What follows belongs to an exercise in optimizing a design on an open flow for small area; a production flow would make more cautious choices. In this exercise RTL edits were held to simulation tests only and were not proved equivalent to the original. Power is estimated from default activity; no workload was simulated.

## job 3315
## aurora_lane_mapper
module aurora_lane_mapper #(
   parameter int unsigned NUM_LANES    = 4,
   parameter int unsigned DATA_W       = 64,
   parameter int unsigned SEL_W        = $clog2(NUM_LANES),
   parameter int unsigned BLANK_CYCLES = 16
) (
   input  logic                        user_clk,
   input  logic                        reset,
   input  logic [NUM_LANES*SEL_W-1:0]  cfg_map,
   input  logic [NUM_LANES-1:0]        cfg_invert,
   input  logic                        cfg_valid,
   output logic                        cfg_ready,
   output logic                        cfg_err,
   output logic                        map_busy,
   output logic [NUM_LANES*SEL_W-1:0]  cur_map,
   input  logic [NUM_LANES*DATA_W-1:0] gt_rx_data,
   input  logic [NUM_LANES-1:0]        gt_rx_valid,
   output logic [NUM_LANES*DATA_W-1:0] au_rx_data,
   output logic [NUM_LANES-1:0]        au_rx_valid,
   input  logic [NUM_LANES*DATA_W-1:0] au_tx_data,
   input  logic [NUM_LANES-1:0]        au_tx_valid,
   output logic [NUM_LANES*DATA_W-1:0] gt_tx_data,
   output logic [NUM_LANES-1:0]        gt_tx_valid
);
   localparam int unsigned CNT_W = (BLANK_CYCLES > 1) ? $clog2(BLANK_CYCLES) : 1;
   localparam logic [CNT_W-1:0] CNT_LAST = CNT_W'(BLANK_CYCLES - 1);
   aurora_lane_pkg::lane_state_e state_q, state_d;
   logic [CNT_W-1:0] cnt_q;
   logic [NUM_LANES*SEL_W-1:0] ident_map;
   logic [NUM_LANES*SEL_W-1:0] shadow_map_q;
   logic [NUM_LANES*SEL_W-1:0] active_map_q;
   logic [NUM_LANES-1:0]       shadow_inv_q;
   logic [NUM_LANES-1:0]       active_inv_q;
   logic                       cfg_err_q;
   logic      map_ok;
   logic      accept;
   logic      blank_done;
   logic [NUM_LANES*NUM_LANES-1:0] sel_q, sel_d;
   logic [NUM_LANES*NUM_LANES-1:0] sel_rx, sel_tx;
   logic [NUM_LANES*SEL_W-1:0]     map_d;
   logic [NUM_LANES-1:0]           rx_vin;
   logic [NUM_LANES*DATA_W-1:0] gt_rx_data_q, au_tx_data_q;
  ...
==> module aurora_lane_mapper, before the edit <==
module aurora_lane_mapper #(
   parameter int unsigned NUM_LANES    = 4,
   parameter int unsigned DATA_W       = 64,
   parameter int unsigned SEL_W        = $clog2(NUM_LANES),
   parameter int unsigned BLANK_CYCLES = 16
) (
   input  logic                        user_clk,
   input  logic                        reset,
   input  logic [NUM_LANES*SEL_W-1:0]  cfg_map,
   input  logic [NUM_LANES-1:0]        cfg_invert,
   input  logic                        cfg_valid,
   output logic                        cfg_ready,
   output logic                        cfg_err,
   output logic                        map_busy,
   output logic [NUM_LANES*SEL_W-1:0]  cur_map,
   input  logic [NUM_LANES*DATA_W-1:0] gt_rx_data,
   input  logic [NUM_LANES-1:0]        gt_rx_valid,
   output logic [NUM_LANES*DATA_W-1:0] au_rx_data,
   output logic [NUM_LANES-1:0]        au_rx_valid,
   input  logic [NUM_LANES*DATA_W-1:0] au_tx_data,
   input  logic [NUM_LANES-1:0]        au_tx_valid,
   output logic [NUM_LANES*DATA_W-1:0] gt_tx_data,
   output logic [NUM_LANES-1:0]        gt_tx_valid
);
   localparam int unsigned CNT_W = (BLANK_CYCLES > 1) ? $clog2(BLANK_CYCLES) : 1;
   localparam logic [CNT_W-1:0] CNT_LAST = CNT_W'(BLANK_CYCLES - 1);
   aurora_lane_pkg::lane_state_e state_q, state_d;
   logic [CNT_W-1:0] cnt_q;
   logic [NUM_LANES*SEL_W-1:0] ident_map;
   logic [NUM_LANES*SEL_W-1:0] shadow_map_q;
   logic [NUM_LANES*SEL_W-1:0] active_map_q;
   logic [NUM_LANES-1:0]       shadow_inv_q;
   logic [NUM_LANES-1:0]       active_inv_q;
   logic                       cfg_err_q;
   logic      map_ok;
   logic      accept;
   logic      blank_done;
   logic [NUM_LANES*NUM_LANES-1:0] sel_q, sel_d;
   logic [NUM_LANES*NUM_LANES-1:0] sel_rx, sel_tx;
   logic [NUM_LANES*SEL_W-1:0]     map_d;
   logic [NUM_LANES-1:0]           rx_vin;
   logic [NUM_LANES*DATA_W-1:0] gt_rx_data_q, au_tx_data_q;
   logic [NUM_LANES-1:0]        gt_rx_valid_q, au_tx_valid_q;
   for (genvar g = 0; g < NUM_LANES; g++) begin : g_ident
      assign ident_map[g*SEL_W +: SEL_W] = SEL_W'(g);
   end
   assign accept     = (state_q == aurora_lane_pkg::ST_ACTIVE) && cfg_valid;
   assign blank_done = (state_q == aurora_lane_pkg::ST_BLANK) && (cnt_q == CNT_LAST);
   assign cur_map    = active_map_q;
   assign cfg_err    = cfg_err_q;
   always_comb begin
      map_ok = 1'b1;
      for (int i = 0; i < NUM_LANES; i++) begin
         if (32'(shadow_map_q[i*SEL_W +: SEL_W]) >= NUM_LANES) map_ok = 1'b0;
         for (int j = 0; j < i; j++) begin
            if (shadow_map_q[j*SEL_W +: SEL_W] == shadow_map_q[i*SEL_W +: SEL_W]) map_ok = 1'b0;
         end
      end
   end
   always_ff @(posedge user_clk or posedge reset) begin
      if (reset) state_q <= aurora_lane_pkg::ST_ACTIVE;
      else       state_q <= state_d;
   end
   always_comb begin
      state_d   = state_q;
      cfg_ready = 1'b0;
      map_busy  = 1'b0;
      case (state_q)
         aurora_lane_pkg::ST_ACTIVE: begin
            cfg_ready = 1'b1;
            if (cfg_valid) state_d = aurora_lane_pkg::ST_CHECK;
         end
         aurora_lane_pkg::ST_CHECK: begin
            map_busy = 1'b1;
            state_d  = map_ok ? aurora_lane_pkg::ST_BLANK : aurora_lane_pkg::ST_ACTIVE;
         end
         aurora_lane_pkg::ST_BLANK: begin
            map_busy = 1'b1;
            if (cnt_q == CNT_LAST) state_d = aurora_lane_pkg::ST_ACTIVE;
         end
         default: state_d = aurora_lane_pkg::ST_ACTIVE;
      endcase
   end
   always_ff @(posedge user_clk or posedge reset) begin
      if (reset) begin
         cnt_q        <= '0;
         active_map_q <= ident_map;
         active_inv_q <= '0;
         cfg_err_q    <= 1'b0;
         sel_q        <= '0;
      end else begin
         cfg_err_q <= (state_q == aurora_lane_pkg::ST_CHECK) && !map_ok;
         cnt_q     <= ((state_q == aurora_lane_pkg::ST_BLANK) && !blank_done) ? cnt_q + 1'b1 : '0;
         sel_q     <= sel_d;
         if (blank_done) begin
            active_map_q <= shadow_map_q;
            active_inv_q <= shadow_inv_q;
         end
      end
   end
   assign map_d = blank_done ? shadow_map_q : active_map_q;
   always_comb begin
      rx_vin = '0;
      for (int unsigned i = 0; i < NUM_LANES; i++) begin
         for (int unsigned j = 0; j < NUM_LANES; j++) begin
            sel_d[i*NUM_LANES+j] = (state_q != aurora_lane_pkg::ST_BLANK) &&
                                   (map_d[i*SEL_W +: SEL_W] == SEL_W'(j));
            sel_rx[i*NUM_LANES+j] = sel_q[i*NUM_LANES+j];
            sel_tx[j*NUM_LANES+i] = sel_q[i*NUM_LANES+j];
            rx_vin[j] = rx_vin[j] | ((active_map_q[i*SEL_W +: SEL_W] == SEL_W'(j)) & active_inv_q[i]);
         end
      end
   end
   always_ff @(posedge user_clk) begin
      if (accept) begin
         shadow_map_q <= cfg_map;
         shadow_inv_q <= cfg_invert;
      end
   end
   localparam logic [NUM_LANES*DATA_W-1:0] STORE_INV = {{(NUM_LANES-2)*DATA_W{1'b0}}, {2*DATA_W{1'b1}}};
   logic [NUM_LANES*DATA_W-1:0] rx_flip, tx_flip;
   for (genvar g = 0; g < NUM_LANES; g++) begin : g_flip
      assign rx_flip[g*DATA_W +: DATA_W] = {DATA_W{rx_vin[g]}};
      assign tx_flip[g*DATA_W +: DATA_W] = {DATA_W{active_inv_q[g]}};
   end
   always_ff @(posedge user_clk) begin
      gt_rx_data_q  <= gt_rx_data ^ rx_flip ^ STORE_INV;
      gt_rx_valid_q <= gt_rx_valid;
      au_tx_data_q  <= au_tx_data ^ tx_flip ^ STORE_INV;
      au_tx_valid_q <= au_tx_valid;
   end
   aurora_lane_xbar #(
      .NUM_LANES (NUM_LANES),
      .DATA_W    (DATA_W)
   ) u_rx_xbar (
      .sel       (sel_rx),
      .sel_n     (~sel_rx),
      .in_data   (gt_rx_data_q),
      .in_valid  (gt_rx_valid_q),
      .out_data  (au_rx_data),
      .out_valid (au_rx_valid)
   );
   aurora_lane_xbar #(
      .NUM_LANES (NUM_LANES),
      .DATA_W    (DATA_W)
   ) u_tx_xbar (
      .sel       (sel_tx),
      .sel_n     (~sel_tx),
      .in_data   (au_tx_data_q),
      .in_valid  (au_tx_valid_q),
      .out_data  (gt_tx_data),
      .out_valid (gt_tx_valid)
   );
endmodule
clock: 4.0 ns
lec_check: 0
cap_margin: 20
core_area: 5 5 245 245
die_area: 0 0 250 250
setup_slack_margin: 0.1
slew_margin: 20
synth_hierarchical: 1
standard.sh (not shown) runs the stock make flow with config.mk's settings and CLKGATE_MAP_FILE= SYNTH_SCRIPT=/design/flow/synth_recipe.tcl, a recipe that flattens the netlist after the stock synthesis.
==> flow/flow/run.sh <==
#!/bin/bash
# Standard ORFS flow (standard.sh) with these changes:
#  - plain buf_1 cells as the port buffers, kept (dont_touch) from placement to the end;
#  - the synthesized combinational cells swapped to their smallest size after floorplan;
#  - pins placed one track apart, so the die can be smaller;
#  - clock tree from clkbuf_8 in clusters of up to 16 sinks, without dummy loads.
HERE=$(cd "$(dirname "$0")" && pwd)
export BUFFER_PORTS_ARGS="-buffer_cell sky130_fd_sc_hd__buf_1"
export POST_FLOORPLAN_TCL="$HERE/downsize.tcl"
export POST_GLOBAL_PLACE_TCL="$HERE/keep_port_buffers.tcl"
export PRE_FINAL_REPORT_TCL="$HERE/release_port_buffers.tcl"
export PLACE_PINS_ARGS="-min_distance 1 -min_distance_in_tracks"
export CTS_ARGS="-sink_clustering_enable -repair_clock_nets -dont_use_dummy_load -sink_clustering_size 16 -sink_clustering_max_diameter 60 -buf_list {sky130_fd_sc_hd__clkbuf_8}"
bash standard.sh > standard.log 2>&1
Other scripts of this flow, unchanged in this note and not shown: flow/flow/downsize.tcl, flow/flow/keep_port_buffers.tcl, flow/flow/release_port_buffers.tcl
Modified inputs, job 3203 compared to job 3315
-- flow/design.v --
<<< job 3315, line 112
   logic [NUM_LANES-1:0]       active_inv_q;
   logic                       cfg_err_q;
   logic      map_ok;
   logic      accept;
   logic      blank_done;
   logic [NUM_LANES*NUM_LANES-1:0] sel_q, sel_d;
   logic [NUM_LANES*NUM_LANES-1:0] sel_rx, sel_tx;
   logic [NUM_LANES*SEL_W-1:0]     map_d;
   logic [NUM_LANES-1:0]           rx_vin;
   logic [NUM_LANES*DATA_W-1:0] gt_rx_data_q, au_tx_data_q;
>>> job 3203, line 112
   logic [NUM_LANES-1:0]       active_inv_q;
   logic                       cfg_err_q;
   logic                       en_q;
   logic      map_ok;
   logic      accept;
   logic      blank_done;
   logic [NUM_LANES*NUM_LANES-1:0] sel_rx, sel_tx;
   logic [NUM_LANES-1:0]           rx_vin;
   logic [NUM_LANES*DATA_W-1:0] gt_rx_data_q, au_tx_data_q;
<<< job 3315, line 167
         active_inv_q <= '0;
         cfg_err_q    <= 1'b0;
         sel_q        <= '0;
      end else begin
         cfg_err_q <= (state_q == aurora_lane_pkg::ST_CHECK) && !map_ok;
         cnt_q     <= ((state_q == aurora_lane_pkg::ST_BLANK) && !blank_done) ? cnt_q + 1'b1 : '0;
         sel_q     <= sel_d;
         if (blank_done) begin
            active_map_q <= shadow_map_q;
>>> job 3203, line 166
         active_inv_q <= '0;
         cfg_err_q    <= 1'b0;
         en_q         <= 1'b0;
      end else begin
         cfg_err_q <= (state_q == aurora_lane_pkg::ST_CHECK) && !map_ok;
         cnt_q     <= ((state_q == aurora_lane_pkg::ST_BLANK) && !blank_done) ? cnt_q + 1'b1 : '0;
         en_q      <= (state_q != aurora_lane_pkg::ST_BLANK);
         if (blank_done) begin
            active_map_q <= shadow_map_q;
<<< job 3315, line 178
      end
   end
   assign map_d = blank_done ? shadow_map_q : active_map_q;
   always_comb begin
      rx_vin = '0;
      for (int unsigned i = 0; i < NUM_LANES; i++) begin
         for (int unsigned j = 0; j < NUM_LANES; j++) begin
            sel_d[i*NUM_LANES+j] = (state_q != aurora_lane_pkg::ST_BLANK) &&
                                   (map_d[i*SEL_W +: SEL_W] == SEL_W'(j));
            sel_rx[i*NUM_LANES+j] = sel_q[i*NUM_LANES+j];
            sel_tx[j*NUM_LANES+i] = sel_q[i*NUM_LANES+j];
            rx_vin[j] = rx_vin[j] | ((active_map_q[i*SEL_W +: SEL_W] == SEL_W'(j)) & active_inv_q[i]);
         end
>>> job 3203, line 177
      end
   end
   always_comb begin
      rx_vin = '0;
      for (int unsigned i = 0; i < NUM_LANES; i++) begin
         for (int unsigned j = 0; j < NUM_LANES; j++) begin
            sel_rx[i*NUM_LANES+j] = en_q && (active_map_q[i*SEL_W +: SEL_W] == SEL_W'(j));
            sel_tx[j*NUM_LANES+i] = sel_rx[i*NUM_LANES+j];
            rx_vin[j] = rx_vin[j] | ((active_map_q[i*SEL_W +: SEL_W] == SEL_W'(j)) & active_inv_q[i]);
         end
Comparing job 3315 and job 3203, multi-input logic area is lower on job 3315. Switching part of the total power delta (job 3203 -> job 3315): insignificant. | sequential cell area in the final layout | lower: job 3203 |. Compared with job 3315, job 3203 shows synthesized area per cell that has gone down by a few percent. Worst setup slack after layout: job 3203 < job 3315. Job 3203 does worse than job 3315 on total wirelength of the detailed-routed design. Side by side, combinational fraction of design power turned out higher in job 3203 than in job 3315. Compared with job 3315, power in job 3203 decreased slightly. The lower maximum clock frequency of job 3315 and job 3203 is in job 3203. Mapped cell area delta (job 3203 − job 3315): favourable.

-- static timing again, ports no longer ideal --
No port has a modelled driver above. Below, the same layouts with a new extraction and two added sets of constraints. Step 1 assumes that a clkbuf_16 drives the clock port and a buf_2 every other input. Step 2, shift: input delay + t, output delay - t, t = (earliest + latest rising clock arrival at the registers) / 2. This alone moves slack from input paths to output paths. Three values: no drivers, after step 1, after step 2; two values: the first two.
run	t (ns)	setup slack, ns	pins driven straight from the clock port
job 3315	0.742	0.396 / 0.334 / 1.076	1
job 3203	0.718	0.057 / -0.007 / 0.711	1
After both steps every run listed still meets setup and hold.
